This design comes from an exercise in tuning for a short achievable clock period and few clock cycles per item on the open sky130 flow, not from production work.
Where RTL was checked, it was by simulation tests only, not by an equivalence proof against the original.
Only the layout flow was run in run 2; the RTL was not checked for function there.
Power is estimated from default activity; no workload was simulated.

### design/flow/config.mk
export PLATFORM = sky130hd
export DESIGN_NAME = comp_mult_top
export DESIGN_NICKNAME = comp_mult_top
export VERILOG_FILES = /design/flow/design.v
export SDC_FILE = /design/flow/constraint.sdc
export NUM_CORES = 4
export LEC_CHECK = 0
export ABC_CLOCK_PERIOD_IN_PS = 2000
export CAP_MARGIN = 20
export CORE_MARGIN = 2
export CORE_UTILIZATION = 40
export SETUP_SLACK_MARGIN = 4.2
export SLEW_MARGIN = 20
### design/flow/constraint.sdc
create_clock -name core_clock -period 6.5 [get_ports {clk}]
set_input_delay 1.3000 -clock core_clock [delete_from_list [all_inputs] [get_ports {clk}]]
set_output_delay 1.3000 -clock core_clock [all_outputs]
set_load 0.01 [all_outputs]
### design/flow/design.v
`timescale 1ns/1ps
package cmul_types_pkg;
    localparam int ELEM_W    = 8;    
    localparam int RES_W     = 18;   
    localparam int RES_BYTES = 3;    
    localparam int ADDR_W    = 16;   
    localparam int REG_W     = 16;   
    typedef logic signed [ELEM_W-1:0] elem_t;       
    typedef logic signed [RES_W-1:0]  res_t;        
    typedef logic [ADDR_W-1:0]        addr_t;       
    typedef logic [REG_W-1:0]         reg_t;        
    typedef logic [2:0]               byte_cnt_t;   
endpackage
`timescale 1ns/1ps
package cmul_regmap_pkg;
    typedef enum logic [2:0] {
        OFS_OP1    = 3'd0,   
        OFS_OP2    = 3'd1,   
        OFS_RES    = 3'd2,   
        OFS_NUM_OP = 3'd3,   
        OFS_START  = 3'd4,   
        OFS_STATUS = 3'd5,   
        OFS_STATE  = 3'd6    
    } reg_offset_e;
    localparam int STS_DONE_BIT = 0;
    typedef enum logic [1:0] {
        ST_IDLE   = 2'd0,
        ST_RD_OPS = 2'd1,   
        ST_WORK   = 2'd2,   
        ST_WR_RES = 2'd3    
    } ctrl_state_e;
    localparam int OP_RD_BYTES  = 4;   
    localparam int RES_WR_BYTES = 6;   
    localparam int OP_STRIDE    = 2;   
    localparam int RES_STRIDE   = 6;   
endpackage
`timescale 1ns/1ps
module comp_mult_top
#(
    parameter logic [15:0] APB_BASE = '0   
) (
    input  logic  clk,
    input  logic  rst_n,
    input  cmul_types_pkg::addr_t paddr,
    input  logic  pwrite,
    input  cmul_types_pkg::reg_t  pwdata,
    input  logic  psel,
    output logic  pready,
    output cmul_types_pkg::reg_t  prdata,
    output logic  pslverr,
    output logic  mem_ce,
    output logic  mem_we,
    output cmul_types_pkg::addr_t mem_addr,
    output cmul_types_pkg::elem_t mem_wr_data,
    input  cmul_types_pkg::elem_t mem_rd_data
);
    logic [15:0] ofs_full;
    logic [2:0]  ofs;
    logic        in_range;
    logic        acc_ok;
    logic        wr_en;
    assign pready   = 1'b1;
    assign ofs_full = paddr - APB_BASE;
    assign in_range = (ofs_full[15:3] == '0);
    assign ofs      = ofs_full[2:0];
    always_comb begin
        case (ofs)
            3'd0, 3'd1, 3'd2, 3'd3, 3'd4: acc_ok = pwrite;
            3'd5:    acc_ok = 1'b1;
            3'd6:    acc_ok = ~pwrite;
            default: acc_ok = 1'b0;
        endcase
    end
    assign wr_en = psel & pwrite & in_range & acc_ok;
    logic wr_op1, wr_op2, wr_res, wr_num, wr_start, wr_clr;
    assign wr_op1   = wr_en & (ofs == 3'd0);
    assign wr_op2   = wr_en & (ofs == 3'd1);
    assign wr_res   = wr_en & (ofs == 3'd2);
    assign wr_num   = wr_en & (ofs == 3'd3);
    assign wr_start = wr_en & (ofs == 3'd4) & pwdata[0];
    assign wr_clr   = wr_en & (ofs == 3'd5) & ~pwdata[0];
    logic        done;
    logic        busy;         
    logic        start_q;      
    logic [15:0] num_reg;
    logic        num_nz_q;     
    logic        num_ge2_q;    
    logic [15:0] num_m1_q;     
    logic [15:0] b1, b2;       
    logic        eq_q;         
    logic [15:0] ra1, ra2, rw;   
    logic        k1, k2;       
    logic [1:0]  h1, h2;       
    logic        qsame;        
    logic        bus_v, ret_v;
    logic [1:0]  bus_id, ret_id;
    logic        bus_dup, ret_dup;
    logic [3:0]  v;            
    logic signed [7:0] cx1, cy1, cx2, cy2;
    logic [1:0]  oc;           
    logic [15:0] qf_left;      
    logic        qf_z;
    logic [15:0] qw_left;      
    logic        wr_act;
    logic [2:0]  wcnt;         
    logic        fin_q;        
    logic        mem_ce_q, mem_we_q;
    logic [15:0] mem_addr_q;
    logic [7:0]  mem_wr_data_q;
    logic [35:0] f0, f1, f2;   
    logic [1:0]  fcnt;
    logic        s1v, s2v;
    logic        prd0;
    assign prdata      = {15'b0, prd0};
    assign mem_ce      = mem_ce_q;
    assign mem_we      = mem_we_q;
    assign mem_addr    = mem_addr_q;
    assign mem_wr_data = mem_wr_data_q;
    logic go;
    logic [1:0] h1e, h2e;
    logic qdone;
    logic wr_cont;
    logic [1:0] oc_eff;
    logic more_eff;
    logic start_quad;
    logic rd_issue;
    logic rd_op1;              
    logic [1:0] rd_id;
    logic wr_start_b;          
    logic wr_issue;
    logic [2:0] wcnt_n;
    logic pop;
    logic push;
    logic [15:0] qf_eff;
    assign go      = start_q & ~busy & num_nz_q;
    assign h1e     = k1 ? 2'd0 : h1;
    assign h2e     = k2 ? 2'd0 : h2;
    assign qdone   = (h1e == 2'd2) & (qsame | (h2e == 2'd2));
    assign wr_cont = wr_act & (wcnt != 3'd5);
    assign oc_eff  = go ? 2'd1 : oc;
    assign more_eff = go ? num_ge2_q : ~qf_z;
    assign qf_eff  = go ? num_m1_q : qf_left;
    assign start_quad = ~wr_cont & qdone & (busy | go) & (oc_eff != 2'd3) & more_eff;
    assign rd_issue   = ~wr_cont & (~qdone | start_quad);
    assign rd_op1     = start_quad | (h1e != 2'd2);
    assign rd_id      = start_quad ? 2'd0 : (h1e != 2'd2) ? {1'b0, h1e[0]} : {1'b1, h2e[0]};
    assign wr_start_b = ~wr_cont & qdone & ~start_quad & busy & (fcnt != 2'd0);
    assign wr_issue   = wr_cont | wr_start_b;
    assign wcnt_n     = wr_cont ? wcnt + 3'd1 : 3'd0;
    assign pop        = wr_issue & (wcnt_n == 3'd5);
    assign push = (v == 4'b1111) & busy;
    logic [7:0] wbyte;
    always_comb begin
        case (wcnt_n)
            3'd0:    wbyte = f0[7:0];
            3'd1:    wbyte = f0[15:8];
            3'd2:    wbyte = {6'b0, f0[17:16]};
            3'd3:    wbyte = f0[25:18];
            3'd4:    wbyte = f0[33:26];
            default: wbyte = {6'b0, f0[35:34]};
        endcase
    end
    always_ff @(posedge clk or negedge rst_n) begin
        if (!rst_n) begin
            pslverr  <= 1'b0;
            prd0     <= 1'b0;
            done     <= 1'b0;
            start_q  <= 1'b0;
            num_reg  <= '0;
            num_nz_q <= 1'b0;
            num_ge2_q <= 1'b0;
            num_m1_q <= '0;
            k1       <= 1'b0;
            k2       <= 1'b0;
            b1       <= '0;
            b2       <= '0;
            eq_q     <= 1'b0;
        end else begin
            pslverr   <= psel & ~(in_range & acc_ok);
            prd0      <= ofs[0] ? done : busy;    
            if (fin_q)
                done <= 1'b1;
            else if (wr_clr)
                done <= 1'b0;
            start_q   <= wr_start;
            if (wr_num) num_reg <= pwdata;
            num_nz_q  <= (num_reg != '0);
            num_ge2_q <= (num_reg[15:1] != '0);
            num_m1_q  <= num_reg - 16'd1;
            k1        <= wr_op1;
            k2        <= wr_op2;
            if (wr_op1) b1 <= pwdata;
            if (wr_op2) b2 <= pwdata;
            eq_q      <= (b1 == b2);
        end
    end
    always_ff @(posedge clk or negedge rst_n) begin
        if (!rst_n) begin
            busy     <= 1'b0;
            ra1      <= '0;
            ra2      <= '0;
            rw       <= '0;
            h1       <= '0;
            h2       <= '0;
            qsame    <= 1'b0;
            bus_v    <= 1'b0;
            bus_id   <= '0;
            bus_dup  <= 1'b0;
            ret_v    <= 1'b0;
            ret_id   <= '0;
            ret_dup  <= 1'b0;
            v        <= '0;
            oc       <= '0;
            qf_left  <= '0;
            qf_z     <= 1'b1;
            qw_left  <= '0;
            wr_act   <= 1'b0;
            wcnt     <= '0;
            fin_q    <= 1'b0;
            mem_ce_q <= 1'b0;
            mem_we_q <= 1'b0;
            fcnt     <= '0;
            s1v      <= 1'b0;
            s2v      <= 1'b0;
        end else begin
            if (go)
                busy <= 1'b1;
            else if (fin_q)
                busy <= 1'b0;
            mem_ce_q <= rd_issue | wr_issue;
            mem_we_q <= wr_issue;
            if (wr_issue)
                rw <= rw + 16'd1;
            if (wr_res)
                rw <= pwdata;
            if (rd_issue & rd_op1)
                ra1 <= ra1 + 16'd1;
            if (wr_op1)
                ra1 <= pwdata;
            if (rd_issue & ~rd_op1)
                ra2 <= ra2 + 16'd1;
            if (wr_op2)
                ra2 <= pwdata;
            if (fin_q) begin
                h1    <= '0;
                h2    <= '0;
                qsame <= 1'b0;
            end else if (start_quad) begin
                h1    <= 2'd1;
                h2    <= 2'd0;
                qsame <= eq_q;
            end else begin
                h1 <= h1e + {1'b0, rd_issue & rd_op1};
                h2 <= h2e + {1'b0, rd_issue & ~rd_op1};
            end
            bus_v   <= rd_issue;
            bus_id  <= rd_id;
            bus_dup <= start_quad ? eq_q : qsame;
            ret_v   <= bus_v & ~(k1 & ~bus_id[1]) & ~(k2 & bus_id[1]);
            ret_id  <= bus_id;
            ret_dup <= bus_dup;
            begin
                logic [3:0] cap;
                logic ret_ok;
                ret_ok = ret_v & ~(k1 & ~ret_id[1]) & ~(k2 & ret_id[1]);
                cap[0] = ret_ok & (ret_id == 2'd0);
                cap[1] = ret_ok & (ret_id == 2'd1);
                cap[2] = ret_ok & ((ret_id == 2'd2) | (ret_dup & (ret_id == 2'd0)));
                cap[3] = ret_ok & ((ret_id == 2'd3) | (ret_dup & (ret_id == 2'd1)));
                v <= cap | (v & ~{4{push}} & ~{k2, k2, k1, k1} & ~{4{fin_q}});
            end
            oc <= oc_eff + {1'b0, start_quad} - {1'b0, pop};
            if (start_quad) begin
                qf_left <= qf_eff - 16'd1;
                qf_z    <= (qf_eff == 16'd1);
            end else if (go) begin
                qf_left <= num_m1_q;
                qf_z    <= ~num_ge2_q;
            end
            if (go)
                qw_left <= num_reg;
            else if (pop)
                qw_left <= qw_left - 16'd1;
            wr_act <= wr_issue;
            wcnt   <= wcnt_n;
            fin_q  <= pop & (qw_left == 16'd1);
            fcnt <= fcnt + {1'b0, s2v} - {1'b0, pop};
            s1v <= push;
            s2v <= s1v;
        end
    end
    always_ff @(posedge clk) begin
        if (wr_issue)
            mem_addr_q <= rw;
        else if (rd_op1)
            mem_addr_q <= ra1;
        else
            mem_addr_q <= ra2;
        mem_wr_data_q <= wbyte;
    end
    logic [3:0] capd;
    assign capd[0] = ret_v & (ret_id == 2'd0);
    assign capd[1] = ret_v & (ret_id == 2'd1);
    assign capd[2] = ret_v & ((ret_id == 2'd2) | (ret_dup & (ret_id == 2'd0)));
    assign capd[3] = ret_v & ((ret_id == 2'd3) | (ret_dup & (ret_id == 2'd1)));
    always_ff @(posedge clk) begin
        if (capd[0]) cx1 <= mem_rd_data;
        if (capd[1]) cy1 <= mem_rd_data;
        if (capd[2]) cx2 <= mem_rd_data;
        if (capd[3]) cy2 <= mem_rd_data;
    end
    logic signed [12:0] l_xx, l_yy, l_xy, l_yx;    
    logic signed [11:0] u_xx, u_yy, u_xy, u_yx;    
    logic signed [15:0] p_xx, p_yy, p_xy, p_yx;
    function automatic logic signed [12:0] mul_lo(input logic signed [7:0] a, input logic signed [4:0] b);
        mul_lo = a * b;    
    endfunction
    function automatic logic signed [11:0] mul_hi(input logic signed [7:0] a, input logic signed [3:0] b);
        mul_hi = a * b;
    endfunction
    always_ff @(posedge clk) begin
        l_xx <= mul_lo(cx1, {1'b0, cx2[3:0]});
        u_xx <= mul_hi(cx1, cx2[7:4]);
        l_yy <= mul_lo(cy1, {1'b0, cy2[3:0]});
        u_yy <= mul_hi(cy1, cy2[7:4]);
        l_xy <= mul_lo(cx1, {1'b0, cy2[3:0]});
        u_xy <= mul_hi(cx1, cy2[7:4]);
        l_yx <= mul_lo(cy1, {1'b0, cx2[3:0]});
        u_yx <= mul_hi(cy1, cx2[7:4]);
        p_xx <= 16'(l_xx) + (16'(u_xx) <<< 4);
        p_yy <= 16'(l_yy) + (16'(u_yy) <<< 4);
        p_xy <= 16'(l_xy) + (16'(u_xy) <<< 4);
        p_yx <= 16'(l_yx) + (16'(u_yx) <<< 4);
    end
    logic signed [17:0] xr_n, yr_n;
    assign xr_n = 18'(p_xx) - 18'(p_yy);
    assign yr_n = 18'(p_xy) + 18'(p_yx);
    always_ff @(posedge clk) begin
        if (pop) begin
            f0 <= (s2v && fcnt == 2'd1) ? {xr_n, yr_n} : f1;
            f1 <= (s2v && fcnt == 2'd2) ? {xr_n, yr_n} : f2;
            f2 <= {xr_n, yr_n};
        end else if (s2v) begin
            case (fcnt)
                2'd0:    f0 <= {xr_n, yr_n};
                2'd1:    f1 <= {xr_n, yr_n};
                default: f2 <= {xr_n, yr_n};
            endcase
        end
    end
endmodule
### design/flow/run.sh
#!/bin/bash
# synth_recipe.tcl (not shown) runs the flow's synth.tcl, then flattens the netlist and writes it again
# the make line also repeats each setting of config.mk as NAME=value (left out here)
make -C /OpenROAD-flow-scripts/flow DESIGN_CONFIG=/design/flow/config.mk WORK_HOME=/design/flow/orfs CLKGATE_MAP_FILE= SYNTH_SCRIPT=/design/flow/synth_recipe.tcl finish
==> out/metrics.csv, run 1 <==
metric,value,unit
status,timing/DRC/antenna clean,
core box area,76080,um2
top-area cell type share of the netlist area,14.87,%
Setup TNS,0,ns
Avg Vias per Cell,5.037,
Yosys cell types,82,
Fin. Hold Viols,0,
DR WL/cell,17.71,um
Post-Synth Simple-Gate Area,16.34,%
endpoints failing setup,0,
CTS max path bufs,3,
Crit path buffers/inverters,2,
HPWL after DPL,52620,um
max frequency,275.6,MHz
depth of the worst register-to-register path,13,
Crit path max-delay family,adder cells,
multiplexer share of the synthesized area,3.054,%
main combinational cell family by area after synthesis,adder cells,
total chip power,0.02387,W
average cell area after synthesis,10.04,um2
Hold Crit Start,l_yy[2]$_DFF_P_,
largest registers,"f0 (34), f1 (34), f2 (34)",
worst setup path endpoint,u_xy[11]$_DFF_P_,
Root Buffer,clkbuf_16,
Rel. slew slack,26.75,%
Post-Syn Area,30810,um2
critical path's largest stage delay,0.53,ns
initial core utilization,40.49,%
crit path from,cx1[0]$_DFFE_PP_,
port bufs,71,
"reg-to-reg slack, setup",2.87,ns
Max-Cap Viols,0,
CP Class,flip-flop to flip-flop,
vias in the first global route,22360,
type of destination of the critical path,flip-flop,
Worst Hold Class,flip-flop to flip-flop,
die width,281.5,um
first-pass GRT wire length,121300,um
Final Skew,0.02957,ns
measured slew at the worst slew-check pin,1.095,ns
clock latency on the worst-skew pair,0.64,ns
largest net degree at the start of global routing,122,
#FFs+latches synth,506,
Synth Area in Adders,20.15,%
VDD IR max,0.0003460,V
"top cells by area, synth","dfrtp_1 15%, edfxtp_1 13%, dfxtp_1 12%",
"CTS clk-pin slew, worst paths",0.06,ns
GRT Residual Overflow,0,
die area,79250,um2
register area share after synthesis,40.23,%
final slew viol count,0,
r2r endpoint,u_xy[11]$_DFF_P_,
most frequent cells after synthesis,"380 x nand2_1, 289 x inv_1, 269 x ha_1, 188 x dfxtp_1, 184 x xnor2_1",
crit path cell chain,buf_6 -> nand2b_4 -> fa_1 -> fa_1 -> inv_2 -> fa_2 -> ha_4 -> fa_2 -> a21o_1 -> a21oi_2 -> o21ai_2 -> o41ai_2 -> xnor2_1,
compound-cell area share of the yosys netlist,7.668,%
FP Rows,101,
DR pass1 iterations,7,
Post-CTS Hold Fix Bufs,0,
Post-synth EDFFs,134,
initial antenna violation count,3,
xor-xnor portion of the synthesized cell area,7.449,%
Post-synth top flop,dfxtp_1,
drc violations,0,
"count leader, synth",nand2_1,
Worst path slowest cell,fa_1,
die height,281.5,um
yosys warns,1,
clock sink total,506,
"Req. time, crit path",6.99,ns
WHS,0.3089,ns
Mapped Cells,3067,
minimum clock period,3.629,ns
Routed WL,79390,um
TritonCTS clock tree,built,
# IOs,88,
top cell type by total area after synthesis,dfrtp_1,
crit share post-route,55.83,%
Worst path depth,13,
Vias,22570,
reg-to-reg startpoint,cx1[0]$_DFFE_PP_,
Overall Global Routing Usage,19.33,%
RSZ-0062 raised after global routing,true,
area delta synth->final,32.03,%
arrival time at the worst endpoint,4.12,ns
post-route ant nets,0,
CTS buffer count,58,
Synth async-reset ratio,36.36,%
power per cell area,586.9,nW/um2
share of post-route cells with drive strength above 1,29.38,%
DRT iter0 DRCs,1219,
CP Launch Type,flip-flop,
CP max FO,4,
Final #Nets,3856,
H-tree levels,2,
Placer Congestion,0.8266,
leakage,17.82,nW
-- logic make-up (layout without fill, tap and decap cells) --
group,count (synthesis),count (layout)
flops,506,506
other cells,2,17
mux,88,88
simple gates,1031,1039
xor+xnor,262,262
buf+inv,393,754
compound gates,374,375
fa+ha+maj,411,411
-- through the flow --
| step | cell area [um2] | std cells | util, % | setup slack, ns |
|---|---|---|---|---|
| CTS | 38550 | 4409 | 50.67 | 2.856 |
| global placement | 33630 | 4090 | 44.21 | 2.544 |
| floorplan | 32370 | 3081 | - | 2.977 |
| detailed placement | 33630 | 4090 | 44.21 | 2.448 |
| finish | 40670 | 4482 | 53.46 | 2.871 |
| global route | 40670 | 4481 | 53.46 | 2.741 |
-- worst min path at each step --
stage | depth (start not counted) | endpoint
after CTS | 0 | p_yy[2]$_DFF_P_
after global placement | 0 | p_yx[1]$_DFF_P_
after floorplan | 0 | p_xx[0]$_DFF_P_
final | 0 | p_yy[2]$_DFF_P_
after detailed placement | 0 | p_yx[1]$_DFF_P_
after global routing | 0 | p_xx[1]$_DFF_P_
-- cell type report --
class / count / area [um2]
fillers: 6585 / 35400
multi-input cells: 2191 / 20170
flip-flops and latches: 506 / 12430
repair buffers: 354 / 3641
clock buffers: 78 / 1743
well taps: 1030 / 1289
inverters: 290 / 1110
clock inverters: 32 / 286.5
diodes: 1 / 2.502
-- worst register-to-register path, cell delays in order, from the launching register on --
cell and delay [ns]:
edfxtp_1 0.42, buf_6 0.16, nand2b_4 0.14, fa_1 0.46
fa_1 0.53, inv_2 0.04, fa_2 0.46, ha_4 0.18
fa_2 0.36, a21o_1 0.18, a21oi_2 0.16, o21ai_2 0.08
o41ai_2 0.23, xnor2_1 0.12
-- what timing repair did --
action	in CTS	in global routing
gates resized for setup	462	300
hold endpoints to repair	0	0
pin swaps	171	154
cloned	14	13
buffers inserted	195	58
setup endpoints to repair	433	403
-- report_power, final --
part           switching [W]  leakage (nW)  total (W)  internal, W
clock network        0.00141          1.01    0.00339      0.00198
logic                0.00784          11.7     0.0156      0.00772
registers           0.000417          5.11    0.00493      0.00452
-- cells in the final DEF, fill, tap and decap left out, types with 39 or more instances in the layout --
cell	n
a21oi_1	49
and2_1	160
buf_4	166
buf_6	94
clkbuf_16	72
dfrtp_1	181
dfxtp_1	164
edfxtp_1	134
fa_1	126
ha_1	180
ha_4	79
inv_1	240
inv_2	44
nand2_1	311
nand2_2	39
nand3_1	41
nor2_1	146
nor3_1	65
o21ai_0	65
o21ai_2	45
xnor2_1	167
xor2_1	74
-- metal layers --
metal	GRT usage, %	up-vias	wire length (um)
li1	-	10970	-
met1	27.08	11120	36670
met2	31.51	396	37640
met3	3.331	89	3706
met4	3.805	0	1378
met5	0	-	0
Testbench counts, summed over its fixed seeds: cycles 20,973, items 2,070.
==> run 2, diff against run 1 <==
--- a/design/flow/design.v
+++ b/design/flow/design.v
@@ -312,20 +312,20 @@
     logic signed [12:0] l_xx, l_yy, l_xy, l_yx;    
     logic signed [11:0] u_xx, u_yy, u_xy, u_yx;    
     logic signed [15:0] p_xx, p_yy, p_xy, p_yx;
-    function automatic logic signed [12:0] mul_lo(input logic signed [7:0] a, input logic signed [4:0] b);
-        mul_lo = a * b;    
+    function automatic logic signed [12:0] mul_lo(input logic signed [7:0] a, input logic [3:0] b);
+        mul_lo = a * $signed({1'b0, b});
     endfunction
     function automatic logic signed [11:0] mul_hi(input logic signed [7:0] a, input logic signed [3:0] b);
         mul_hi = a * b;
     endfunction
     always_ff @(posedge clk) begin
-        l_xx <= mul_lo(cx1, {1'b0, cx2[3:0]});
+        l_xx <= mul_lo(cx1, cx2[3:0]);
         u_xx <= mul_hi(cx1, cx2[7:4]);
-        l_yy <= mul_lo(cy1, {1'b0, cy2[3:0]});
+        l_yy <= mul_lo(cy1, cy2[3:0]);
         u_yy <= mul_hi(cy1, cy2[7:4]);
-        l_xy <= mul_lo(cx1, {1'b0, cy2[3:0]});
+        l_xy <= mul_lo(cx1, cy2[3:0]);
         u_xy <= mul_hi(cx1, cy2[7:4]);
-        l_yx <= mul_lo(cy1, {1'b0, cx2[3:0]});
+        l_yx <= mul_lo(cy1, cx2[3:0]);
         u_yx <= mul_hi(cy1, cx2[7:4]);
         p_xx <= 16'(l_xx) + (16'(u_xx) <<< 4);
         p_yy <= 16'(l_yy) + (16'(u_yy) <<< 4);
==> design/flow/config.mk (replaced) <==
export PLATFORM = sky130hd
export DESIGN_NAME = comp_mult_top
export DESIGN_NICKNAME = comp_mult_top
export VERILOG_FILES = /design/flow/design.v
export SDC_FILE = /design/flow/constraint.sdc
export NUM_CORES = 4
export LEC_CHECK = 0
export ABC_CLOCK_PERIOD_IN_PS = 1500
export CAP_MARGIN = 20
export CORE_MARGIN = 2
export CORE_UTILIZATION = 40
export SETUP_SLACK_MARGIN = 4.6
export SLEW_MARGIN = 20
==> out/metrics.csv, run 2 <==
metric,value,unit
Placer Congestion,0.9015,
"Req. time, crit path",6.98,ns
depth of the worst register-to-register path,13,
Worst path slowest cell,fa_1,
Yosys cell types,82,
core box area,76080,um2
yosys warns,1,
first-pass GRT wire length,135800,um
TritonCTS clock tree,built,
vias in the first global route,24170,
FP Rows,101,
Mapped Cells,3067,
CP Class,flip-flop to flip-flop,
area delta synth->final,41.63,%
final slew viol count,0,
Post-synth EDFFs,134,
drc violations,0,
largest net degree at the start of global routing,127,
Final #Nets,3976,
Synth async-reset ratio,36.36,%
hold endpoint,p_yx[3]$_DFF_P_,
crit path cell chain,buf_6 -> nand2b_4 -> fa_1 -> fa_1 -> inv_2 -> fa_2 -> ha_4 -> fa_2 -> a21o_1 -> a21oi_2 -> o21ai_2 -> o41ai_2 -> xnor2_1,
register area share after synthesis,40.23,%
CTS max path bufs,3,
share of post-route cells with drive strength above 1,38.14,%
die height,281.5,um
Post-Syn Area,30810,um2
leakage,18.75,nW
Min-Delay Path Depth,0,
arrival time at the worst endpoint,4.21,ns
VDD IR max,0.0005781,V
critical path's largest stage delay,0.53,ns
Post-synth top flop,dfxtp_1,
crit share post-route,57.35,%
die width,281.5,um
"commonest non-fill, non-tap cell in the layout",nand2_1,
H-tree levels,2,
initial antenna violation count,11,
clock sink total,506,
r2r endpoint,u_xy[11]$_DFF_P_,
largest registers,"f0 (34), f1 (34), f2 (34)",
power per cell area,601.7,nW/um2
"CTS clk-pin slew, worst paths",0.06,ns
reg-to-reg startpoint,cx1[0]$_DFFE_PP_,
endpoints failing setup,0,
"count leader, synth",nand2_1,
Avg Vias per Cell,5.136,
CP Launch Type,flip-flop,
#FFs+latches synth,506,
max frequency,268.3,MHz
DRT iter0 DRCs,1498,
HPWL after DPL,57280,um
die area,79250,um2
# IOs,88,
Worst Hold Class,flip-flop to flip-flop,
Fillers,6163,
Routed WL,88320,um
Setup TNS,0,ns
RSZ-0062 raised after global routing,true,
GRT Residual Overflow,0,
Vias,23620,
Max-Cap Viols,0,
CP max FO,3,
Post-CTS Hold Fix Bufs,0,
DR pass1 iterations,5,
Fin. Hold Viols,0,
DR WL/cell,19.20,um
"top cells by area, synth","dfrtp_1 15%, edfxtp_1 13%, dfxtp_1 12%",
Final Skew,0.02543,ns
most frequent cells after synthesis,"380 x nand2_1, 289 x inv_1, 269 x ha_1, 188 x dfxtp_1, 184 x xnor2_1",
average cell area after synthesis,10.04,um2
type of destination of the critical path,flip-flop,
Overall Global Routing Usage,21.90,%
port bufs,71,
top-area cell type share of the netlist area,14.87,%
most frequent cells in the layout,"272 x nand2_1, 234 x inv_1, 213 x buf_4",
status,timing/DRC/antenna clean,
clock latency on the worst-skew pair,0.62,ns
Hold Crit Start,l_yx[3]$_DFF_P_,
Root Buffer,clkbuf_16,
minimum clock period,3.728,ns
measured slew at the worst slew-check pin,1.035,ns
top cell type by total area after synthesis,dfrtp_1,
Rel. slew slack,30.75,%
"reg-to-reg slack, setup",2.77,ns
CTS buffer count,55,
post-route ant nets,0,
initial core utilization,40.49,%
post-layout util,57.35,%
run 2: metrics by stage:
step           setup WS [ns]  std cells  hold WS (ns)  area (um2)  total power, W
2_1_floorplan          2.977       3081        0.3095       33020         0.01511
3_3_place_gp           2.456       4087        0.3165       34170         0.01795
3_5_place_dp           2.251       4087        0.3121       34170         0.01826
4_1_cts                2.817       4516        0.3237       41390         0.02440
5_1_grt                2.686       4598        0.3271       43630         0.02815
6_report               2.772       4599        0.3178       43630         0.02625
run 2: logic make-up (layout without fill, tap and decap cells):
logic type                 count (synthesis)  count (layout)  share of synthesized area [%]
DFF                                      506             506                          40.23
xor gates and xnor gates                 262             262                          7.449
AOI/OAI and AO/OA                        374             378                          7.668
and+or+nand+nor                         1031            1044                          16.34
other                                      2              17                        0.02438
adders and majority gates                411             411                          20.15
muxes                                     88              88                          3.054
buffers and inverters                    393             863                          5.085
run 2: where the power goes:
group / switching [W] / internal, W / total (W)
clock network: 0.00138 / 0.00193 / 0.00331
logic: 0.00895 / 0.00900 / 0.0179
registers: 0.000478 / 0.00453 / 0.00501
total: 0.0108 / 0.0155 / 0.0263
run 2: layer usage:
layer	up-vias	share of wire (%)	track usage [%]	wire [um]
li1	11210	-	-	-
met1	11730	45	29.73	39390
met2	542	48	37.11	42510
met3	137	4.7	2.975	4173
met4	2	2.5	5.087	2232
met5	-	0.012	0	11
run 2: worst max-delay path, delay by kind of cell (launching register included):
kind	cells	cell delay, ns
fa+ha+maj	5	1.97
compound gates	4	0.74
flops	1	0.44
buf+inv	2	0.20
simple gates	1	0.13
xor+xnor	1	0.13
run 2: area by class of cell:
type / count / area [um2] / share of cell area (%)
well taps: 1030 / 1289 / 2.954
multi-input cells: 2199 / 22050 / 50.54
clock inverters: 28 / 232.7 / 0.5334
inverters: 290 / 1129 / 2.587
flip-flops and latches: 506 / 12450 / 28.54
repair buffers: 469 / 4736 / 10.85
clock buffers: 76 / 1737 / 3.981
diodes: 1 / 2.502 / 0.005736
run 2: how the worst max path moves through the flow:
stage                              endpoint        startpoint  cells after the start
after floorplan            u_xy[11]$_DFF_P_  cx1[0]$_DFFE_PP_                     12
after global placement    rw[0]$_DFFE_PN0P_          paddr[3]                      6
final                      u_xy[11]$_DFF_P_  cx1[0]$_DFFE_PP_                     13
after detailed placement  rw[5]$_DFFE_PN0P_          paddr[3]                      6
after CTS                  u_xy[11]$_DFF_P_  cx1[0]$_DFFE_PP_                     13
after global routing       u_xy[11]$_DFF_P_  cx1[0]$_DFFE_PP_                     13
run 2: timing repair:
action,CTS,global route
endpoints found under the setup margin,548,498
endpoints found under the hold margin,0,0
pin swaps,301,264
gates resized for setup,735,344
gates cloned,27,4
buffers inserted,298,78
==> run 3, diff against run 2 <==
--- a/design/flow/design.v
+++ b/design/flow/design.v
@@ -222,6 +222,7 @@
             fcnt     <= '0;
             s1v      <= 1'b0;
             s2v      <= 1'b0;
+            s3v      <= 1'b0;
         end else begin
             if (go)
                 busy <= 1'b1;
@@ -284,9 +285,10 @@
             wr_act <= wr_issue;
             wcnt   <= wcnt_n;
             fin_q  <= pop & (qw_left == 16'd1);
-            fcnt <= fcnt + {1'b0, s2v} - {1'b0, pop};
+            fcnt <= fcnt + {1'b0, s3v} - {1'b0, pop};
             s1v <= push;
             s2v <= s1v;
+            s3v <= s2v;
         end
     end
     always_ff @(posedge clk) begin
@@ -309,38 +311,59 @@
         if (capd[2]) cx2 <= mem_rd_data;
         if (capd[3]) cy2 <= mem_rd_data;
     end
-    logic signed [12:0] l_xx, l_yy, l_xy, l_yx;    
-    logic signed [11:0] u_xx, u_yy, u_xy, u_yx;    
-    logic signed [15:0] p_xx, p_yy, p_xy, p_yx;
-    function automatic logic signed [12:0] mul_lo(input logic signed [7:0] a, input logic [3:0] b);
-        mul_lo = a * $signed({1'b0, b});
-    endfunction
-    function automatic logic signed [11:0] mul_hi(input logic signed [7:0] a, input logic signed [3:0] b);
-        mul_hi = a * b;
+    function automatic logic signed [9:0] bpp(input logic signed [7:0] a, input logic [2:0] g);
+        logic signed [9:0] a1;
+        logic signed [9:0] n1;
+        a1 = 10'(a);
+        n1 = -a1;
+        case (g)
+            3'd1, 3'd2: bpp = a1;
+            3'd3:       bpp = a1 <<< 1;
+            3'd4:       bpp = n1 <<< 1;
+            3'd5, 3'd6: bpp = n1;
+            default:    bpp = '0;
+        endcase
     endfunction
+    logic signed [9:0]  pp_a [4];
+    logic signed [9:0]  pp_b [4];
+    logic signed [9:0]  pp_c [4];
+    logic signed [9:0]  pp_d [4];
+    logic signed [11:0] t_a [2];
+    logic signed [11:0] t_b [2];
+    logic signed [11:0] t_c [2];
+    logic signed [11:0] t_d [2];
+    logic signed [15:0] p_a, p_b, p_c, p_d;
+    logic s3v;
+    logic [8:0] gy2, gx2;    
+    assign gy2 = {cy2, 1'b0};
+    assign gx2 = {cx2, 1'b0};
     always_ff @(posedge clk) begin
-        l_xx <= mul_lo(cx1, cx2[3:0]);
-        u_xx <= mul_hi(cx1, cx2[7:4]);
-        l_yy <= mul_lo(cy1, cy2[3:0]);
-        u_yy <= mul_hi(cy1, cy2[7:4]);
-        l_xy <= mul_lo(cx1, cy2[3:0]);
-        u_xy <= mul_hi(cx1, cy2[7:4]);
-        l_yx <= mul_lo(cy1, cx2[3:0]);
-        u_yx <= mul_hi(cy1, cx2[7:4]);
-        p_xx <= 16'(l_xx) + (16'(u_xx) <<< 4);
-        p_yy <= 16'(l_yy) + (16'(u_yy) <<< 4);
-        p_xy <= 16'(l_xy) + (16'(u_xy) <<< 4);
-        p_yx <= 16'(l_yx) + (16'(u_yx) <<< 4);
+        for (int j = 0; j < 4; j++) begin
+            pp_a[j] <= bpp(cx1, gy2[2*j +: 3]);
+            pp_b[j] <= bpp(cy1, gx2[2*j +: 3]);
+            pp_c[j] <= bpp(cx1, gx2[2*j +: 3]);
+            pp_d[j] <= bpp(cy1, ~gy2[2*j +: 3]);    
+        end
+        for (int k = 0; k < 2; k++) begin
+            t_a[k] <= 12'(pp_a[2*k]) + (12'(pp_a[2*k+1]) <<< 2);
+            t_b[k] <= 12'(pp_b[2*k]) + (12'(pp_b[2*k+1]) <<< 2);
+            t_c[k] <= 12'(pp_c[2*k]) + (12'(pp_c[2*k+1]) <<< 2);
+            t_d[k] <= 12'(pp_d[2*k]) + (12'(pp_d[2*k+1]) <<< 2);
+        end
+        p_a <= 16'(t_a[0]) + (16'(t_a[1]) <<< 4);
+        p_b <= 16'(t_b[0]) + (16'(t_b[1]) <<< 4);
+        p_c <= 16'(t_c[0]) + (16'(t_c[1]) <<< 4);
+        p_d <= 16'(t_d[0]) + (16'(t_d[1]) <<< 4);
     end
     logic signed [17:0] xr_n, yr_n;
-    assign xr_n = 18'(p_xx) - 18'(p_yy);
-    assign yr_n = 18'(p_xy) + 18'(p_yx);
+    assign xr_n = 18'(p_c) + 18'(p_d);
+    assign yr_n = 18'(p_a) + 18'(p_b);
     always_ff @(posedge clk) begin
         if (pop) begin
-            f0 <= (s2v && fcnt == 2'd1) ? {xr_n, yr_n} : f1;
-            f1 <= (s2v && fcnt == 2'd2) ? {xr_n, yr_n} : f2;
+            f0 <= (s3v && fcnt == 2'd1) ? {xr_n, yr_n} : f1;
+            f1 <= (s3v && fcnt == 2'd2) ? {xr_n, yr_n} : f2;
             f2 <= {xr_n, yr_n};
-        end else if (s2v) begin
+        end else if (s3v) begin
             case (fcnt)
                 2'd0:    f0 <= {xr_n, yr_n};
                 2'd1:    f1 <= {xr_n, yr_n};
==> design/flow/config.mk (replaced) <==
export PLATFORM = sky130hd
export DESIGN_NAME = comp_mult_top
export DESIGN_NICKNAME = comp_mult_top
export VERILOG_FILES = /design/flow/design.v
export SDC_FILE = /design/flow/constraint.sdc
export NUM_CORES = 4
export LEC_CHECK = 0
export ABC_CLOCK_PERIOD_IN_PS = 2000
export CAP_MARGIN = 20
export CORE_MARGIN = 2
export CORE_UTILIZATION = 40
export SETUP_SLACK_MARGIN = 4.2
export SLEW_MARGIN = 20
==> out/metrics.csv, run 3 <==
metric,value,unit
max frequency,380.0,MHz
Vias,27100,
initial antenna violation count,1,
top-area cell type share of the netlist area,20.76,%
drc violations,0,
Post-Syn Area,33170,um2
Avg Vias per Cell,5.619,
M1 GR Usage,30.60,%
"commonest non-fill, non-tap cell in the layout",nand2_1,
CP max FO,5,
TritonCTS clock tree,built,
HPWL after DPL,66180,um
DR WL/cell,20.92,um
RSZ-0062 raised after global routing,true,
initial core utilization,40.39,%
"CTS clk-pin slew, worst paths",0.06,ns
met3 usage,4.377,%
Routed WL,100900,um
first-pass GRT wire length,151700,um
FP Rows,105,
grt met2 use,35.16,%
Placer Congestion,0.9298,
Mapped Cells,3447,
clock sink total,663,
crit share post-route,40.49,%
Post-synth EDFFs,134,
yosys warns,9,
Root Buffer,clkbuf_16,
average cell area after synthesis,9.622,um2
DRT iter0 DRCs,2400,
Max-Cap Viols,0,
DR pass1 iterations,9,
port bufs,71,
reg-to-reg startpoint,cy1[1]$_DFFE_PP_,
leakage,17.85,nW
"top cells by area, synth","dfxtp_1 21%, dfrtp_1 14%, edfxtp_1 12%",
endpoints failing setup,0,
Post-synth top flop,dfxtp_1,
die width,292.0,um
Hold Crit Start,t_d[0][0]$_DFF_P_,
VDD IR max,0.0003061,V
crit path from,paddr[5],
Setup TNS,0,ns
CTS buffer count,71,
GRT Residual Overflow,0,
Rel. slew slack,22.70,%
core box area,82110,um2
Overall Global Routing Usage,22.85,%
most frequent cells after synthesis,"480 x nand2_1, 344 x dfxtp_1, 263 x o21ai_0, 240 x nor2_1, 208 x xnor2_1",
Synth async-reset ratio,27.90,%
Worst Hold Class,flip-flop to flip-flop,
vias in the first global route,25750,
arrival time at the worst endpoint,3.13,ns
CTS max path bufs,3,
top cell type by total area after synthesis,dfxtp_1,
share of post-route cells with drive strength above 1,25.59,%
status,timing/DRC/antenna clean,
register area share after synthesis,46.86,%
Layout Cells excl Fill,4822,
antenna cells,0,
die height,292.0,um
clock latency on the worst-skew pair,0.62,ns
final slew viol count,0,
gr busiest metal,met2,
Yosys cell types,97,
area delta synth->final,27.89,%
Final Skew,0.02269,ns
Post-CTS Hold Fix Bufs,0,
#FFs+latches synth,663,
type of destination of the critical path,flip-flop,
most frequent cells in the layout,"413 x nand2_1, 314 x dfxtp_1, 207 x nor2_1",
CP Class,primary input to flip-flop,
Fin. Hold Viols,0,
die area,85240,um2
power per cell area,521.6,nW/um2
Inst Count DP,4444,
CP Launch Type,primary input,
post-route ant nets,0,
Final #Nets,3918,
largest net degree at the start of global routing,97,
"Req. time, crit path",7.00,ns
minimum clock period,2.632,ns
# IOs,88,
"count leader, synth",nand2_1,
measured slew at the worst slew-check pin,1.155,ns
H-tree levels,3,
[run 3: layout make-up]
class                   instances  area [um2]
well taps                    1070        1339
repair inverters                4       45.04
flip-flops and latches        663       15590
fillers                      7230       39690
repair buffers                340        3401
clock inverters                31       436.7
clock buffers                 100        2058
multi-input cells            2498       19050
inverters                     116       499.2
[run 3: metal layers]
metal / vias up / share of wire, % / wire length [um]
met5: - / 0.014 / 14
met3: 337 / 7.8 / 7909
met4: 2 / 5.6 / 5681
met2: 1147 / 44 / 44530
met1: 12930 / 42 / 42730
li1: 12680 / - / -
[run 3: worst max-delay path, cell delays in order]
cell,delay (ns)
buf_8,0.10
nor4_4,0.55
o2111ai_4,0.23
buf_6,0.17
or4b_4,0.56
nor2_1,0.13
nor2_1,0.06
[run 3: what timing repair did]
item                                    in CTS  in global routing
setup buffers                              146                 72
pin swaps                                  129                111
resized for setup                          543                286
cloned                                      28                  1
hold endpoints to repair                     0                  0
endpoints found under the setup margin     439                375
[run 3: cells by family (layout without fill, tap and decap cells)]
logic type / count (synthesis) / in the layout / synth area share, %
AOI/OAI and AO/OA: 765 / 766 / 14.77
xor gates and xnor gates: 309 / 309 / 8.182
and+or+nand+nor: 1098 / 1110 / 15.47
buffers and inverters: 313 / 591 / 3.870
muxes: 117 / 117 / 3.723
DFF: 663 / 663 / 46.86
other: 2 / 16 / 0.02264
adders and majority gates: 180 / 180 / 7.107
[run 3: per-stage QoR]
step / setup WS, ns / instance area (um2) / hold slack (ns) / total power (W) / util [%]
after floorplan: 3.756 / 33830 / 0.3096 / 0.01323 / -
after global placement: 1.962 / 35120 / 0.3105 / 0.01589 / 42.77
after detailed placement: 1.911 / 35130 / 0.3121 / 0.01599 / 42.78
after CTS: 3.879 / 40720 / 0.3242 / 0.02135 / 49.59
after global routing: 3.868 / 42420 / 0.3241 / 0.02349 / 51.66
final: 3.868 / 42420 / 0.3238 / 0.02213 / 51.66
[run 3: worst paths after layout]
check,end,slack (ns),depth (start not counted)
setup / recovery,ra1[12]$_DFFE_PN0P_,3.87,7
hold / removal,p_d[0]$_DFF_P_,0.32,0
setup reg to reg,pp_d[1][7]$_DFF_P_,3.99,8
hold reg to reg,p_d[0]$_DFF_P_,0.32,0
max in group asynchronous,wr_act$_DFF_PN0_,4.46,2
min in group asynchronous,qf_left[11]$_DFF_PN0_,0.77,1
[run 3: power by group]
group	total [W]	switching (W)	internal [W]
sequential	0.00647	0.000636	0.00584
clock	0.00426	0.00171	0.00255
combinational	0.0114	0.00636	0.00503
total	0.0221	0.00870	0.0134
Testbench counts of run 3, summed over its fixed seeds: cycles 20,996, items 2,070.
==> run 4, diff against run 3 <==
--- a/design/flow/design.v
+++ b/design/flow/design.v
@@ -90,6 +90,10 @@
     logic        eq_q;         
     logic [15:0] ra1, ra2, rw;   
     logic        k1, k2;       
+    logic        wres_q, wnum_q;   
+    logic [15:0] pwdata_q;     
+    logic [15:0] base1, base2;   
+    logic [15:0] num_src;      
     logic [1:0]  h1, h2;       
     logic        qsame;        
     logic        bus_v, ret_v;
@@ -132,6 +136,9 @@
     logic pop;
     logic push;
     logic [15:0] qf_eff;
+    assign num_src = wnum_q ? pwdata_q : num_reg;
+    assign base1   = k1 ? pwdata_q : ra1;
+    assign base2   = k2 ? pwdata_q : ra2;
     assign go      = start_q & ~busy & num_nz_q;
     assign h1e     = k1 ? 2'd0 : h1;
     assign h2e     = k2 ? 2'd0 : h2;
@@ -172,6 +179,9 @@
             num_m1_q <= '0;
             k1       <= 1'b0;
             k2       <= 1'b0;
+            wres_q   <= 1'b0;
+            wnum_q   <= 1'b0;
+            pwdata_q <= '0;
             b1       <= '0;
             b2       <= '0;
             eq_q     <= 1'b0;
@@ -183,15 +193,18 @@
             else if (wr_clr)
                 done <= 1'b0;
             start_q   <= wr_start;
-            if (wr_num) num_reg <= pwdata;
-            num_nz_q  <= (num_reg != '0);
-            num_ge2_q <= (num_reg[15:1] != '0);
-            num_m1_q  <= num_reg - 16'd1;
             k1        <= wr_op1;
             k2        <= wr_op2;
-            if (wr_op1) b1 <= pwdata;
-            if (wr_op2) b2 <= pwdata;
-            eq_q      <= (b1 == b2);
+            wres_q    <= wr_res;
+            wnum_q    <= wr_num;
+            pwdata_q  <= pwdata;
+            if (wnum_q) num_reg <= pwdata_q;
+            num_nz_q  <= (num_src != '0);
+            num_ge2_q <= (num_src[15:1] != '0);
+            num_m1_q  <= num_src - 16'd1;
+            if (k1) b1 <= pwdata_q;
+            if (k2) b2 <= pwdata_q;
+            eq_q      <= ((k1 ? pwdata_q : b1) == (k2 ? pwdata_q : b2));
         end
     end
     always_ff @(posedge clk or negedge rst_n) begin
@@ -223,6 +236,7 @@
             s1v      <= 1'b0;
             s2v      <= 1'b0;
             s3v      <= 1'b0;
+            s4v      <= 1'b0;
         end else begin
             if (go)
                 busy <= 1'b1;
@@ -230,18 +244,12 @@
                 busy <= 1'b0;
             mem_ce_q <= rd_issue | wr_issue;
             mem_we_q <= wr_issue;
-            if (wr_issue)
+            if (wres_q)
+                rw <= pwdata_q;
+            else if (wr_issue)
                 rw <= rw + 16'd1;
-            if (wr_res)
-                rw <= pwdata;
-            if (rd_issue & rd_op1)
-                ra1 <= ra1 + 16'd1;
-            if (wr_op1)
-                ra1 <= pwdata;
-            if (rd_issue & ~rd_op1)
-                ra2 <= ra2 + 16'd1;
-            if (wr_op2)
-                ra2 <= pwdata;
+            ra1 <= base1 + {15'd0, rd_issue & rd_op1};
+            ra2 <= base2 + {15'd0, rd_issue & ~rd_op1};
             if (fin_q) begin
                 h1    <= '0;
                 h2    <= '0;
@@ -285,19 +293,20 @@
             wr_act <= wr_issue;
             wcnt   <= wcnt_n;
             fin_q  <= pop & (qw_left == 16'd1);
-            fcnt <= fcnt + {1'b0, s3v} - {1'b0, pop};
+            fcnt <= fcnt + {1'b0, s4v} - {1'b0, pop};
             s1v <= push;
             s2v <= s1v;
             s3v <= s2v;
+            s4v <= s3v;
         end
     end
     always_ff @(posedge clk) begin
         if (wr_issue)
             mem_addr_q <= rw;
         else if (rd_op1)
-            mem_addr_q <= ra1;
+            mem_addr_q <= base1;
         else
-            mem_addr_q <= ra2;
+            mem_addr_q <= base2;
         mem_wr_data_q <= wbyte;
     end
     logic [3:0] capd;
@@ -311,11 +320,11 @@
         if (capd[2]) cx2 <= mem_rd_data;
         if (capd[3]) cy2 <= mem_rd_data;
     end
-    function automatic logic signed [9:0] bpp(input logic signed [7:0] a, input logic [2:0] g);
+    function automatic logic signed [9:0] bpp(input logic signed [7:0] a, input logic signed [8:0] n, input logic [2:0] g);
         logic signed [9:0] a1;
         logic signed [9:0] n1;
         a1 = 10'(a);
-        n1 = -a1;
+        n1 = 10'(n);
         case (g)
             3'd1, 3'd2: bpp = a1;
             3'd3:       bpp = a1 <<< 1;
@@ -334,15 +343,26 @@
     logic signed [11:0] t_d [2];
     logic signed [15:0] p_a, p_b, p_c, p_d;
     logic s3v;
+    logic signed [7:0] ox1, oy1, ox2, oy2;
+    logic signed [8:0] nx1, ny1;
+    logic s4v;
+    always_ff @(posedge clk) begin
+        ox1 <= cx1;
+        oy1 <= cy1;
+        ox2 <= cx2;
+        oy2 <= cy2;
+        nx1 <= -(9'(cx1));
+        ny1 <= -(9'(cy1));
+    end
     logic [8:0] gy2, gx2;    
-    assign gy2 = {cy2, 1'b0};
-    assign gx2 = {cx2, 1'b0};
+    assign gy2 = {oy2, 1'b0};
+    assign gx2 = {ox2, 1'b0};
     always_ff @(posedge clk) begin
         for (int j = 0; j < 4; j++) begin
-            pp_a[j] <= bpp(cx1, gy2[2*j +: 3]);
-            pp_b[j] <= bpp(cy1, gx2[2*j +: 3]);
-            pp_c[j] <= bpp(cx1, gx2[2*j +: 3]);
-            pp_d[j] <= bpp(cy1, ~gy2[2*j +: 3]);    
+            pp_a[j] <= bpp(ox1, nx1, gy2[2*j +: 3]);
+            pp_b[j] <= bpp(oy1, ny1, gx2[2*j +: 3]);
+            pp_c[j] <= bpp(ox1, nx1, gx2[2*j +: 3]);
+            pp_d[j] <= bpp(oy1, ny1, ~gy2[2*j +: 3]);    
         end
         for (int k = 0; k < 2; k++) begin
             t_a[k] <= 12'(pp_a[2*k]) + (12'(pp_a[2*k+1]) <<< 2);
@@ -360,10 +380,10 @@
     assign yr_n = 18'(p_a) + 18'(p_b);
     always_ff @(posedge clk) begin
         if (pop) begin
-            f0 <= (s3v && fcnt == 2'd1) ? {xr_n, yr_n} : f1;
-            f1 <= (s3v && fcnt == 2'd2) ? {xr_n, yr_n} : f2;
+            f0 <= (s4v && fcnt == 2'd1) ? {xr_n, yr_n} : f1;
+            f1 <= (s4v && fcnt == 2'd2) ? {xr_n, yr_n} : f2;
             f2 <= {xr_n, yr_n};
-        end else if (s3v) begin
+        end else if (s4v) begin
             case (fcnt)
                 2'd0:    f0 <= {xr_n, yr_n};
                 2'd1:    f1 <= {xr_n, yr_n};
--- a/design/flow/config.mk
+++ b/design/flow/config.mk
@@ -8,6 +8,8 @@
 export ABC_CLOCK_PERIOD_IN_PS = 2000
 export CAP_MARGIN = 20
 export CORE_MARGIN = 2
-export CORE_UTILIZATION = 40
+export CORE_UTILIZATION = 60
+export CTS_CLUSTER_DIAMETER = 80
+export CTS_CLUSTER_SIZE = 30
 export SETUP_SLACK_MARGIN = 4.2
 export SLEW_MARGIN = 20
==> out/metrics.csv, run 4 <==
metric,value,unit
status,timing/DRC/antenna clean,
top-area cell type share of the netlist area,22.68,%
"count leader, synth",dfxtp_1,
register area share after synthesis,49.13,%
first-pass GRT wire length,135200,um
depth of the worst register-to-register path,13,
Worst Hold Class,flip-flop to flip-flop,
initial core utilization,60.97,%
Max-Cap Viols,0,
Yosys cell types,91,
most frequent cells in the layout,"372 x dfxtp_1, 315 x nand2_1, 231 x nor2_1",
TritonCTS clock tree,built,
CTS buffer count,37,
DR pass1 iterations,7,
crit path cell chain,buf_12 -> nor3b_4 -> nor2_2 -> o31ai_4 -> buf_6 -> clkinvlp_4 -> nor3_4 -> ha_2 -> o221ai_4 -> nor4b_4 -> buf_4 -> nand3b_1 -> xor2_1,
Final #Nets,3691,
Hold Crit Start,pp_a[0][1]$_DFF_P_,
initial antenna violation count,3,
"top cells by area, synth","dfxtp_1 23%, dfrtp_1 15%, edfxtp_1 12%",
leakage,16.58,nW
post-layout util,69.87,%
Post-synth EDFFs,134,
Fillers,4217,
Worst path depth,13,
max frequency,368.2,MHz
FP Rows,87,
#FFs+latches synth,729,
r2r endpoint,ra1[14]$_DFF_PN0_,
post-route ant nets,0,
die height,243.8,um
Final Skew,0.03710,ns
Synth async-reset ratio,27.98,%
endpoints failing setup,0,
port bufs,71,
final slew viol count,0,
CTS max path bufs,3,
# IOs,88,
Worst path slowest cell,dfrtp_2,
"CTS clk-pin slew, worst paths",0.11,ns
die width,243.8,um
WHS,0.3292,ns
type of destination of the critical path,flip-flop,
worst setup path endpoint,ra1[14]$_DFF_PN0_,
top cell type by total area after synthesis,dfxtp_1,
largest net degree at the start of global routing,100,
crit share post-route,41.79,%
RSZ-0062 raised after global routing,true,
area delta synth->final,14.59,%
"commonest non-fill, non-tap cell in the layout",dfxtp_1,
Vias,25780,
CP Launch Type,flip-flop,
DR WL/cell,21.16,um
"Req. time, crit path",6.97,ns
core box area,56600,um2
Crit path buffers/inverters,4,
Overall Global Routing Usage,28.70,%
measured slew at the worst slew-check pin,1.071,ns
clock latency on the worst-skew pair,0.60,ns
share of post-route cells with drive strength above 1,16.22,%
Placer Congestion,0.8781,
HPWL after DPL,59630,um
CP Class,flip-flop to flip-flop,
vias in the first global route,24540,
Rel. slew slack,28.33,%
arrival time at the worst endpoint,3.18,ns
average cell area after synthesis,10.20,um2
Post-synth top flop,dfxtp_1,
Avg Vias per Cell,6.070,
DRT iter0 DRCs,2280,
largest registers,"pp_a (40), pp_b (40), pp_c (40)",
die area,59460,um2
drc violations,0,
crit path from,k2$_DFF_PN0_,
Root Buffer,clkbuf_16,
total chip power,0.02014,W
yosys warns,9,
reg-to-reg startpoint,k2$_DFF_PN0_,
GRT Residual Overflow,0,
VDD IR max,0.0003598,V
Mapped Cells,3383,
critical path's largest stage delay,0.45,ns
Post-Place Setup Slack,2.754,ns
Post-Syn Area,34510,um2
Post-CTS Hold Fix Bufs,0,
Crit path max-delay family,simple AND/OR/NAND/NOR gates,
Setup TNS,0,ns
"reg-to-reg slack, setup",3.78,ns
most frequent cells after synthesis,"391 x dfxtp_1, 324 x nand2_1, 248 x nor2_1, 203 x dfrtp_1, 174 x a21oi_1",
slack of the critical path,3.784,ns
Routed WL,89880,um
minimum clock period,2.716,ns
Fin. Hold Viols,0,
clock sink total,729,
H-tree levels,2,
power per cell area,509.2,nW/um2
CP max FO,3,
-- run 4: changes by cell type after synthesis, moves of 20 or more --
cell      change
o221ai_1     -20
mux2i_1      +33
dfxtp_1      +47
xnor2_1      -59
o21ai_0     -103
a21oi_1      +30
mux2_2       +53
nand2_1     -156
-- run 4: worst min path at each step --
| stage | cells past startpoint | slack, ns | end |
|---|---|---|---|
| 2_1_floorplan | 0 | 0.31 | p_a[0]$_DFF_P_ |
| 3_3_place_gp | 0 | 0.31 | t_d[1][1]$_DFF_P_ |
| 3_5_place_dp | 0 | 0.31 | t_d[0][0]$_DFF_P_ |
| 4_1_cts | 0 | 0.32 | t_a[0][1]$_DFF_P_ |
| 5_1_grt | 0 | 0.34 | t_d[1][1]$_DFF_P_ |
| 6_report | 0 | 0.33 | t_a[0][1]$_DFF_P_ |
-- run 4: what timing repair did --
item,CTS,global route
setup buffers,60,49
gates resized for setup,241,177
endpoints found under the setup margin,351,221
cloned,13,7
pin swaps,35,66
-- run 4: layer usage --
layer,GRT usage (%),vias to the layer above,routed length [um]
met5,0,-,13
met4,9.415,2,2838
met3,3.767,161,5967
met2,44.69,915,41160
met1,41.58,12570,39900
li1,-,12130,-
-- run 4: logic make-up after synthesis --
logic type | share of synthesized area (%)
AO/OA/AOI/OAI | 13.57
AND/OR/NAND/NOR | 13.44
buffers and inverters | 3.977
flip-flops | 49.13
multiplexers | 6.500
adder cells (fa/ha/maj) | 6.939
other | 0.02176
XOR/XNOR | 6.420
-- run 4: per-stage QoR --
step,std cells,instance area (um2)
6_report,4247,39550
3_3_place_gp,4052,35900
4_1_cts,4190,38270
3_5_place_dp,4052,35900
2_1_floorplan,3397,34880
5_1_grt,4246,39550
-- run 4: layout make-up --
type | count | area, um2 | area share [%]
Clock inverter | 24 | 272.8 | 0.6897
Sequential cell | 729 | 16990 | 42.96
Tap cell | 756 | 945.9 | 2.392
Antenna cell | 1 | 2.502 | 0.006327
Timing Repair inverter | 2 | 15.01 | 0.03796
Inverter | 126 | 503.0 | 1.272
Clock buffer | 41 | 940.9 | 2.379
Timing Repair Buffer | 228 | 2495 | 6.308
Multi-Input combinational cell | 2340 | 17390 | 43.96
-- run 4: report_power, final --
| group | total, W | switching (W) | internal, W | leakage, nW |
|---|---|---|---|---|
| clock network | 0.00273 | 0.00154 | 0.00119 | 0.602 |
| logic | 0.00985 | 0.00544 | 0.00441 | 8.83 |
| registers | 0.00755 | 0.00115 | 0.00640 | 7.15 |
Testbench counts of run 4, summed over its fixed seeds: cycles 21,019, items 2,070.
==> run 5, diff against run 4 <==
--- a/design/flow/config.mk
+++ b/design/flow/config.mk
@@ -8,8 +8,6 @@
 export ABC_CLOCK_PERIOD_IN_PS = 2000
 export CAP_MARGIN = 20
 export CORE_MARGIN = 2
-export CORE_UTILIZATION = 60
-export CTS_CLUSTER_DIAMETER = 80
-export CTS_CLUSTER_SIZE = 30
+export CORE_UTILIZATION = 40
 export SETUP_SLACK_MARGIN = 4.2
 export SLEW_MARGIN = 20
==> out/metrics.csv, run 5 <==
metric,value,unit
critical path's largest stage delay,0.40,ns
Post-synth EDFFs,134,
die height,297.7,um
Worst Hold Class,flip-flop to flip-flop,
Synth async-reset ratio,27.98,%
Min-Delay Path Depth,0,
VDD IR max,0.0003247,V
Mapped Cells,3383,
average cell area after synthesis,10.20,um2
GRT Residual Overflow,0,
top cell type by total area after synthesis,dfxtp_1,
Post-synth top flop,dfxtp_1,
WHS,0.3154,ns
#FFs+latches synth,729,
top-area cell type share of the netlist area,22.68,%
leakage,17.12,nW
clock sink total,729,
gr busiest metal,met2,
Layout Cells excl Fill,4696,
drc violations,0,
"top cells by area, synth","dfxtp_1 23%, dfrtp_1 15%, edfxtp_1 12%",
Final #Nets,3712,
Vias,24790,
"commonest non-fill, non-tap cell in the layout",dfxtp_1,
grt met2 use,29.14,%
Post-CTS Hold Fix Bufs,0,
minimum clock period,2.717,ns
FP Rows,107,
# IOs,88,
arrival time at the worst endpoint,3.27,ns
Fin. Hold Viols,0,
area occupied by multi-input gates,17190,um2
DR WL/cell,18.01,um
"Req. time, crit path",7.05,ns
CTS buffer count,79,
"CTS clk-pin slew, worst paths",0.06,ns
crit share post-route,41.80,%
type of destination of the critical path,flip-flop,
Routed WL,84550,um
CTS max path bufs,3,
vias in the first global route,23610,
placed inst area,36380,um2
met3 usage,2.705,%
die width,297.7,um
final slew viol count,0,
largest net degree at the start of global routing,115,
"count leader, synth",dfxtp_1,
antenna cells,0,
most frequent cells after synthesis,"391 x dfxtp_1, 324 x nand2_1, 248 x nor2_1, 203 x dfrtp_1, 174 x a21oi_1",
die area,88650,um2
Root Buffer,clkbuf_16,
port bufs,71,
CP Launch Type,flip-flop,
CP Class,flip-flop to flip-flop,
Placer Congestion,0.8443,
Inst Count DP,4437,
M1 GR Usage,25.60,%
Max-Cap Viols,0,
Final Skew,0.03107,ns
post-route ant nets,0,
share of post-route cells with drive strength above 1,16.98,%
clock latency on the worst-skew pair,0.64,ns
most frequent cells in the layout,"363 x dfxtp_1, 318 x nand2_1, 238 x nor2_1",
depth of the worst register-to-register path,12,
yosys warns,9,
largest registers,"pp_a (40), pp_b (40), pp_c (40)",
register area share after synthesis,49.13,%
first-pass GRT wire length,130600,um
Reg area,17000,um2
max frequency,368.1,MHz
core box area,85280,um2
Yosys cell types,91,
Fillers,7787,
Avg Vias per Cell,5.278,
status,timing/DRC/antenna clean,
initial antenna violation count,5,
RSZ-0062 raised after global routing,true,
initial core utilization,40.47,%
CP max FO,3,
final instance area,41200,um2
DR pass1 iterations,6,
HPWL after DPL,57190,um
measured slew at the worst slew-check pin,1.059,ns
H-tree levels,3,
Post-Syn Area,34510,um2
Setup TNS,0,ns
power per cell area,527.2,nW/um2
Overall Global Routing Usage,18.25,%
DRT iter0 DRCs,1793,
TritonCTS clock tree,built,
endpoints failing setup,0,
area delta synth->final,19.38,%
Rel. slew slack,29.13,%
crit path cell chain,and3b_2 -> buf_12 -> o21ai_4 -> o31ai_4 -> clkinvlp_4 -> nor3_4 -> ha_2 -> o221ai_4 -> nor4bb_2 -> xor2_1 -> nand2_1 -> o21ai_0,
Worst path slowest cell,dfrtp_1,
## run 5: cell counts after synthesis
Identical to the previous run, type by type.
## run 5: worst paths after layout
path	slack, ns	startpoint	to
setup / recovery	3.78	busy$_DFFE_PN0P_	ra1[10]$_DFF_PN0_
hold / removal	0.32	s2v$_DFF_PN0_	s3v$_DFF_PN0_
setup reg to reg	3.78	busy$_DFFE_PN0P_	ra1[10]$_DFF_PN0_
hold reg to reg	0.32	s2v$_DFF_PN0_	s3v$_DFF_PN0_
max in group asynchronous	4.53	rst_n	qf_z$_DFFE_PN1P_
min in group asynchronous	0.74	rst_n	qw_left[11]$_DFFE_PN0P_
## run 5: final cells by class
class	count	area share, %
multi-input combinational	2338	41.72
sequential	729	41.26
timing repair inverter	2	0.03948
inverter	126	1.224
tap	1144	3.474
clock buffer	103	5.472
timing repair buffer	209	5.630
clock inverter	45	1.178
## run 5: repair_timing
action / 4_1_cts / 5_1_grt
gates resized for setup: 246 / 143
endpoints found under the setup margin: 336 / 304
setup buffers: 43 / 47
hold endpoints to repair: 0 / 0
pin swaps: 30 / 51
gates cloned: 7 / 12
## run 5: metrics by stage
step	setup WS, ns	power, W	utilization, %
floorplan	3.834	0.01403	-
global placement	1.865	0.01642	42.64
detailed placement	1.891	0.01652	42.65
CTS	3.752	0.02148	46.94
global route	3.629	0.02331	48.31
finish	3.783	0.02172	48.31
## run 5: kinds of logic (layout without fill, tap and decap cells)
family	after synthesis	in the layout	synth area share, %
AO/OA/AOI/OAI	712	712	13.57
XOR/XNOR	253	253	6.420
adder cells (fa/ha/maj)	183	183	6.939
buffers and inverters	331	485	3.977
flip-flops	729	729	49.13
multiplexers	207	207	6.500
other	2	16	0.02176
AND/OR/NAND/NOR	966	967	13.44
## run 5: power by group
group / switching [W] / internal [W]
logic: 0.00522 / 0.00432
clock network: 0.00187 / 0.00279
registers: 0.00110 / 0.00642
total: 0.00819 / 0.0135
## run 5: layer usage
| metal | wire [um] | vias to the layer above |
|---|---|---|
| met5 | 0 | - |
| met4 | 2464 | 0 |
| met3 | 3491 | 143 |
| met2 | 38940 | 514 |
| met1 | 39660 | 11910 |
| li1 | - | 12220 |
## run 5: critical path: cells and delay by family, from the launching register on
family | cells | cell delay, ns
DFF | 1 | 0.40
and+or+nand+nor | 4 | 0.84
xor gates and xnor gates | 1 | 0.17
adders and majority gates | 1 | 0.26
buffers and inverters | 2 | 0.35
AOI/OAI and AO/OA | 4 | 0.64

[what the ideal ports hide]
Ports are ideal in the flow. The routed layouts listed here were re-timed in OpenROAD.
Step 1, drivers: a clkbuf_16 drives clk and a buf_2 each remaining input, both assumed.
Step 2, shift: input delay + t, output delay - t, t = (earliest + latest rising clock arrival at the registers) / 2. This alone moves slack from input paths to output paths.
Slacks: no drivers / after step 1 / after step 2; pairs: no drivers / after step 1.
run | t (ns) | slack for setup (ns) | slew at the worst register clock pin (ns) | worst data-port slew with drivers (ns)
run 1 | 0.690 | 2.871 / 2.871 / 2.871 | 0.07 / 0.07 | 0.09
run 2 | 0.665 | 2.772 / 2.772 / 2.772 | 0.07 / 0.07 | 0.18
run 3 | 0.673 | 3.868 / 3.894 / 3.221 | 0.07 / 0.07 | 0.07
run 4 | 0.645 | 3.784 / 3.784 / 3.685 | 0.12 / 0.12 | 0.05
run 5 | 0.686 | 3.783 / 3.783 / 3.646 | 0.06 / 0.06 | 0.05
After both steps every run listed still meets setup and hold. For run 3, which loses most, drivers alone change the setup slack by +0.026 ns; drivers and shift together by -0.647 ns.
